What follows belongs to an exercise in optimizing a design on an open flow for small area, a short achievable clock period and few clock cycles per item; a production flow would make more cautious choices.
Only simulation tests tie the RTL to the original design; equivalence was not proved.

==> design.v <==
package spq_pkg;
    localparam int DEPTH     = 16;
    localparam int DATA_BITS = 8;
    localparam int PRIO_BITS = 8;
    localparam int CNT_BITS  = $clog2(DEPTH + 1);
    localparam int IN_BITS   = DATA_BITS + PRIO_BITS;
    localparam int IN_BYTES  = (IN_BITS + 7) / 8;
    localparam int OUT_BITS  = DATA_BITS + 2 + DATA_BITS + 1 + CNT_BITS;
    localparam int OUT_BYTES = (OUT_BITS + 7) / 8;
    localparam logic MODE_PUSH = 1'b0;
    localparam logic MODE_POP  = 1'b1;
    typedef enum logic [1:0] {
        ST_OK    = 2'd0,
        ST_EMPTY = 2'd1,
        ST_FULL  = 2'd2
    } status_t;
    typedef enum logic {
        S_IDLE,
        S_EXEC
    } state_t;
    typedef struct packed {
        logic load;
        logic exec;
    } cmd_t;
endpackage
module spq_ctrl (
    input  logic          clk,
    input  logic          rst_n,
    input  logic          s_tvalid,
    output logic          s_tready,
    output logic          m_tvalid,
    input  logic          m_tready,
    output spq_pkg::cmd_t cmd
);
    spq_pkg::state_t state_reg;
    spq_pkg::state_t state_next;
    logic            out_valid_reg;
    logic            out_valid_next;
    always_ff @(posedge clk or negedge rst_n)
    begin
        if (!rst_n)
        begin
            state_reg     <= spq_pkg::S_IDLE;
            out_valid_reg <= 1'b0;
        end
        else
        begin
            state_reg     <= state_next;
            out_valid_reg <= out_valid_next;
        end
    end
    always_comb
    begin
        state_next     = state_reg;
        out_valid_next = out_valid_reg;
        s_tready       = 1'b0;
        cmd            = '0;
        if (out_valid_reg && m_tready)
        begin
            out_valid_next = 1'b0;
        end
        case (state_reg)
            spq_pkg::S_IDLE:
            begin
                s_tready = 1'b1;
                if (s_tvalid)
                begin
                    cmd.load   = 1'b1;
                    state_next = spq_pkg::S_EXEC;
                end
            end
            spq_pkg::S_EXEC:
            begin
                if (!out_valid_reg || m_tready)
                begin
                    cmd.exec       = 1'b1;
                    out_valid_next = 1'b1;
                    state_next     = spq_pkg::S_IDLE;
                end
            end
            default:
            begin
                state_next = spq_pkg::S_IDLE;
            end
        endcase
    end
    assign m_tvalid = out_valid_reg;
endmodule
module spq_datapath (
    input  logic                                clk,
    input  logic                                rst_n,
    input  spq_pkg::cmd_t                       cmd,
    input  logic                                in_mode,
    input  logic [spq_pkg::DATA_BITS-1:0]       in_data,
    input  logic [spq_pkg::PRIO_BITS-1:0]       in_prio,
    output logic [spq_pkg::OUT_BYTES*8-1:0]     result
);
    localparam int D = spq_pkg::DEPTH;
    logic                          mode_reg;
    logic [spq_pkg::DATA_BITS-1:0] data_reg;
    logic [spq_pkg::PRIO_BITS-1:0] prio_reg;
    logic [spq_pkg::DATA_BITS-1:0] slot_data_reg [D];
    logic [spq_pkg::PRIO_BITS-1:0] slot_prio_reg [D];
    logic [spq_pkg::DATA_BITS-1:0] slot_data_next [D];
    logic [spq_pkg::PRIO_BITS-1:0] slot_prio_next [D];
    logic [spq_pkg::CNT_BITS-1:0]  fill_reg;
    logic [spq_pkg::CNT_BITS-1:0]  fill_next;
    logic [spq_pkg::DATA_BITS-1:0] popped_reg;
    logic [spq_pkg::DATA_BITS-1:0] popped_next;
    spq_pkg::status_t              status_reg;
    spq_pkg::status_t              status_next;
    logic [spq_pkg::DATA_BITS-1:0] front_reg;
    logic [spq_pkg::DATA_BITS-1:0] front_next;
    logic                          fvalid_reg;
    logic [spq_pkg::CNT_BITS-1:0]  count_reg;
    logic [D-1:0] le;
    logic [D-1:0] le_prev;
    logic         full;
    logic         empty;
    always_ff @(posedge clk)
    begin
        if (cmd.load)
        begin
            mode_reg <= in_mode;
            data_reg <= in_data;
            prio_reg <= in_prio;
        end
    end
    always_comb
    begin
        for (int i = 0; i < D; i++)
        begin
            le[i] = (spq_pkg::CNT_BITS'(i) < fill_reg) && (slot_prio_reg[i] <= prio_reg);
        end
    end
    assign le_prev = {le[D-2:0], 1'b1};
    assign full    = (fill_reg == spq_pkg::CNT_BITS'(D));
    assign empty   = (fill_reg == '0);
    always_comb
    begin
        for (int i = 0; i < D; i++)
        begin
            slot_data_next[i] = slot_data_reg[i];
            slot_prio_next[i] = slot_prio_reg[i];
        end
        fill_next   = fill_reg;
        popped_next = '0;
        status_next = spq_pkg::ST_OK;
        if (mode_reg == spq_pkg::MODE_PUSH)
        begin
            if (full)
            begin
                status_next = spq_pkg::ST_FULL;
            end
            else
            begin
                if (!le[0])
                begin
                    slot_data_next[0] = data_reg;
                    slot_prio_next[0] = prio_reg;
                end
                for (int i = 1; i < D; i++)
                begin
                    if (!le[i])
                    begin
                        if (le_prev[i])
                        begin
                            slot_data_next[i] = data_reg;
                            slot_prio_next[i] = prio_reg;
                        end
                        else
                        begin
                            slot_data_next[i] = slot_data_reg[i-1];
                            slot_prio_next[i] = slot_prio_reg[i-1];
                        end
                    end
                end
                fill_next = fill_reg + 1'b1;
            end
        end
        else
        begin
            if (empty)
            begin
                status_next = spq_pkg::ST_EMPTY;
            end
            else
            begin
                popped_next = slot_data_reg[0];
                for (int i = 0; i < D - 1; i++)
                begin
                    slot_data_next[i] = slot_data_reg[i+1];
                    slot_prio_next[i] = slot_prio_reg[i+1];
                end
                fill_next = fill_reg - 1'b1;
            end
        end
        front_next = (fill_next != '0) ? slot_data_next[0] : '0;
    end
    always_ff @(posedge clk or negedge rst_n)
    begin
        if (!rst_n)
        begin
            fill_reg <= '0;
        end
        else if (cmd.exec)
        begin
            fill_reg <= fill_next;
        end
    end
    always_ff @(posedge clk)
    begin
        if (cmd.exec)
        begin
            for (int i = 0; i < D; i++)
            begin
                slot_data_reg[i] <= slot_data_next[i];
                slot_prio_reg[i] <= slot_prio_next[i];
            end
            popped_reg <= popped_next;
            status_reg <= status_next;
            front_reg  <= front_next;
            fvalid_reg <= (fill_next != '0);
            count_reg  <= fill_next;
        end
    end
    assign result = {{(spq_pkg::OUT_BYTES*8 - spq_pkg::OUT_BITS){1'b0}},
                     count_reg, fvalid_reg, front_reg, status_reg, popped_reg};
endmodule
module stable_priority_queue (
    input  logic                                clk,
    input  logic                                rst_n,
    input  logic                                s_tvalid,
    output logic                                s_tready,
    input  logic [spq_pkg::IN_BYTES*8-1:0]      s_tdata,
    input  logic                                s_tuser,
    output logic                                m_tvalid,
    input  logic                                m_tready,
    output logic [spq_pkg::OUT_BYTES*8-1:0]     m_tdata
);
    spq_pkg::cmd_t cmd;
    spq_ctrl u_ctrl (
        .clk      (clk),
        .rst_n    (rst_n),
        .s_tvalid (s_tvalid),
        .s_tready (s_tready),
        .m_tvalid (m_tvalid),
        .m_tready (m_tready),
        .cmd      (cmd)
    );
    spq_datapath u_datapath (
        .clk     (clk),
        .rst_n   (rst_n),
        .cmd     (cmd),
        .in_mode (s_tuser),
        .in_data (s_tdata[spq_pkg::DATA_BITS-1:0]),
        .in_prio (s_tdata[spq_pkg::IN_BITS-1:spq_pkg::DATA_BITS]),
        .result  (m_tdata)
    );
endmodule
==> run.sh <==
#!/bin/bash
# synth_recipe.tcl (not shown) runs the flow's synth.tcl, then flattens the netlist and writes it again
# the make line also repeats each setting of config.mk as NAME=value (left out here)
make -C /OpenROAD-flow-scripts/flow DESIGN_CONFIG=/design/flow/config.mk WORK_HOME=/design/flow/orfs CLKGATE_MAP_FILE= SYNTH_SCRIPT=/design/flow/synth_recipe.tcl finish
==> config.mk <==
export PLATFORM = sky130hd
export DESIGN_NAME = stable_priority_queue
export DESIGN_NICKNAME = stable_priority_queue
export VERILOG_FILES = /design/flow/design.v
export SDC_FILE = /design/flow/constraint.sdc
export NUM_CORES = 4
export LEC_CHECK = 0
export CAP_MARGIN = 20
export CORE_MARGIN = 2
export CORE_UTILIZATION = 40
export SLEW_MARGIN = 20
==> constraint.sdc <==
create_clock -name core_clock -period 5.0 [get_ports {clk}]
set_input_delay 1.0000 -clock core_clock [delete_from_list [all_inputs] [get_ports {clk}]]
set_output_delay 1.0000 -clock core_clock [all_outputs]
set_load 0.01 [all_outputs]
==> summary.txt <==
-- critical path, stage by stage (launching register included) --
cell and delay (ns):
edfxtp_1 0.85, inv_1 0.65, ha_1 0.51, nand3_1 0.10, o221a_2 0.28, o211ai_1 0.20, a21oi_2 0.08, buf_4 0.24
a21boi_1 0.67, buf_4 0.30
-- report_power, final --
| part | internal (mW) | switching, mW |
|---|---|---|
| registers | 4.21 | 0.790 |
| logic | 2.27 | 3.23 |
| clock network | 1.33 | 1.02 |
-- routing by layer --
layer | global-route usage | wire [um] | share of wire | vias up
met1 | 0.281 | 21900 | 0.46 | 6090
li1 | - | - | - | 6051
met3 | 0.0309 | 2650 | 0.056 | 81
met2 | 0.328 | 21600 | 0.45 | 413
met4 | 0.0703 | 1480 | 0.031 | 0
met5 | 0 | 0 | 0 | -
-- kinds of logic after synthesis --
family	count (synthesis)
AOI/OAI and AO/OA	426
xor gates and xnor gates	5
adders and majority gates	132
buffers and inverters	157
DFF	304
muxes	229
and+or+nand+nor	362
-- path summary, 6_finish.rpt --
path,endpoint,start
max,u_datapath.slot_data_reg[7][0]$_DFFE_PP_,u_datapath.prio_reg[2]$_DFFE_PP_
max in group asynchronous,u_ctrl.state_reg$_DFF_PN0_,rst_n
min,u_ctrl.out_valid_reg$_DFF_PN0_,u_ctrl.out_valid_reg$_DFF_PN0_
min reg2reg,u_ctrl.out_valid_reg$_DFF_PN0_,u_ctrl.out_valid_reg$_DFF_PN0_
max reg2reg,u_datapath.slot_data_reg[7][0]$_DFFE_PP_,u_datapath.prio_reg[2]$_DFFE_PP_
min in group asynchronous,u_datapath.fill_reg[3]$_DFFE_PN0P_,rst_n
-- metrics by stage --
stage,area (sq um),utilization
after global placement,18900,0.428
final,19900,0.451
after CTS,19900,0.451
after global routing,19900,0.451
after detailed placement,18900,0.428
after floorplan,17800,-
-- Yosys cell counts, types with 2 or more instances --
library cell / number
edfxtp_1: 297
xnor2_1: 4
nand2b_1: 11
o21ai_0: 250
dfrtp_1: 7
mux2i_1: 208
inv_1: 43
a31o_2: 2
a22oi_1: 2
o31ai_1: 2
mux2_2: 21
buf_6: 2
nor2_1: 28
o21a_1: 12
nor3b_1: 2
a21oi_1: 54
and3_1: 14
a21boi_0: 5
nand3_1: 17
nand2_1: 253
a21oi_2: 4
or3_1: 6
o221ai_1: 3
a22o_1: 2
a2bb2oi_1: 15
a21o_1: 14
nor2b_1: 7
o31a_1: 2
clkbuf_1: 82
o211ai_1: 12
ha_1: 132
a32o_1: 4
a31oi_1: 18
nand4_1: 19
buf_1: 2
a32oi_1: 8
buf_2: 26
o22ai_1: 7
o221a_2: 3
-- cell type report --
class	instances	share of cell area
repair buffers	84	0.0381
well taps	592	0.0373
clock inverters	8	0.00245
multi-input cells	1154	0.408
clock buffers	48	0.0481
flip-flops and latches	304	0.457
inverters	44	0.00831
==> flow_metrics.tcl <==
set metrics [dict create \
    nets 1777 \
    outcome "complete, no violations" \
    finClkSkew_ns 0.0175 \
    final_layout_size_suffix_gt1_frac 0.0737 \
    worst_slack_ns 0.808 \
    synth_xor_area_frac 0.00246 \
    setup-tns-final_ns 0 \
    layout_commonest_cell "edfxtp_1" \
    drc 0 \
    vias 12600 \
    die_w_um 215 \
    synth_compound_area_frac 0.140 \
    cts_resized 0 \
    routed_via_density 5.66 \
    seqCellArea_sq_um 9090 \
    synth_nets 1768 \
    yosys_warnings 6 \
    setup_viol 0 \
    grt_pass1_vias 12600 \
    grt_overflow_total 0 \
    hold_path.class "reg -> reg" \
    antenna_found_initial 0 \
    multiInputGateArea_sq_um 8120 \
    finalPower_mw 12.8 \
    hpwl_um 32800 \
    wirelength_um 47600 \
    fmax_ghz 0.239 \
    clockBufferDepth 3 \
    layout_common_cells "edfxtp_1 (297), nand2_1 (253), o21ai_0 (249)" \
    rsz0062_at_grt "no" \
    grt_max_degree 181 \
    period_minus_slack_ns 4.19 \
    synth_top_area_share 0.501 \
    cts_setup_buffers 0 \
    synthTopCellsByArea "edfxtp_1 (50%), mux2i_1 (12%), ha_1 (9.3%), o21ai_0 (7.0%), nand2_1 (5.3%)" \
    cp.arrival_ns 4.43 \
    drt_iter0_markers 1203 \
    hold_slack_ns 0.516 \
    cts_sinks 304 \
    synth_fa_ha_area_frac 0.0927 \
    syn_area_sq_um 17800 \
    whs_path_depth 2 \
    power.leakage_nw 7.75 \
    io_buffers 46 \
    hold_viol 0 \
    synth_cell_types 54 \
    min_period_over_period 0.838 \
    endpoint_kind "flop" \
    io_pins 47 \
    tightest_slew_ns 1.07 \
    synth_edf_count 297 \
    grt_usage 0.204 \
    post-place-ws_ns 0.881 \
    cts_tree "done" \
    synth_cells 1615 \
    antenna_left 0 \
    post_layout_nonfiller_instances 2234 \
    powerDensity_nw_per_um2 646 \
    avgSynthCellArea_sq_um 11.0 \
    clk_pin_slew_ns 0.05 \
    maxSlewViolCount 0 \
    cts_max_level 2 \
    syn_to_final_growth_pct 11.7 \
    cp.required_ns 5.24 \
    dp.cells 2178 \
    path_class "reg -> reg" \
    reg2reg_slack_ns 0.81 \
    numCtsBuffers 36 \
    synth_seq_area_share 0.511 \
    yosys.area_share.simple 0.0882 \
    fill_cells 4179 \
    wl_per_cell_um 21.3 \
    grt_pass1_wl_um 74100 \
    ctsHoldBuffers 0 \
    initial_core_util 0.404 \
    core_sq_um 44100 \
    synth_async_sr_flop_share 0.0230 \
    cp-start-kind "flop" \
    rows 77 \
    root_buffer "clkbuf_16" \
    slew-limit-headroom 0.287 \
    die_h_um 215 \
    diodes 0 \
    synth_mux_area_frac 0.130 \
    synth_top_area_cell "edfxtp_1" \
    cap_violations 0 \
    peakVddDrop_mv 0.280 \
    dieArea_sq_um 46200 \
    crit_fanout 17 \
    reg2reg_depth 9 \
    synth_top_family_by_area "compound AO/OA/AOI/OAI gates" \
    ys.flop_type "edfxtp_1" \
    drt_first_pass_iters 5 \
    ys_ff_latch 304 \
    clock_latency_ns 0.54 \
    gp_congestion 0.870 \
]
Testbench counts, summed over its fixed seeds: cycles 19,208, items 9,600.

[afterwards: timing with drivers on the ports]
The flow's constraints put no driver on any port. The routed layout listed below was extracted and timed again, unchanged, in two steps.
Step 1 (the two cells are an assumption about what drives the block):
set clk [get_ports {clk}]
set_driving_cell -lib_cell sky130_fd_sc_hd__clkbuf_16 $clk
set_driving_cell -lib_cell sky130_fd_sc_hd__buf_2 [delete_from_list [all_inputs] $clk]
Step 2 adds t to the input delays and takes it off the output delays; t is the mean of the earliest and latest rising clock arrival at the registers after step 1. Input paths then give back, and output paths get back, about the clock's delay inside the block.
a / b / c = ideal / step 1 / step 2; a / b = the first two.
t, ns: 0.577
setup slack, ns: 0.808 / 0.808 / 0.808
latest minus earliest clock arrival (ns): 0.019 / 0.019
cell pins on the clock port's net: 1
After both steps setup and hold are still met in this run. The setup slack of this run moves by 0.000 ns with the drivers and by 0.000 ns with both steps.
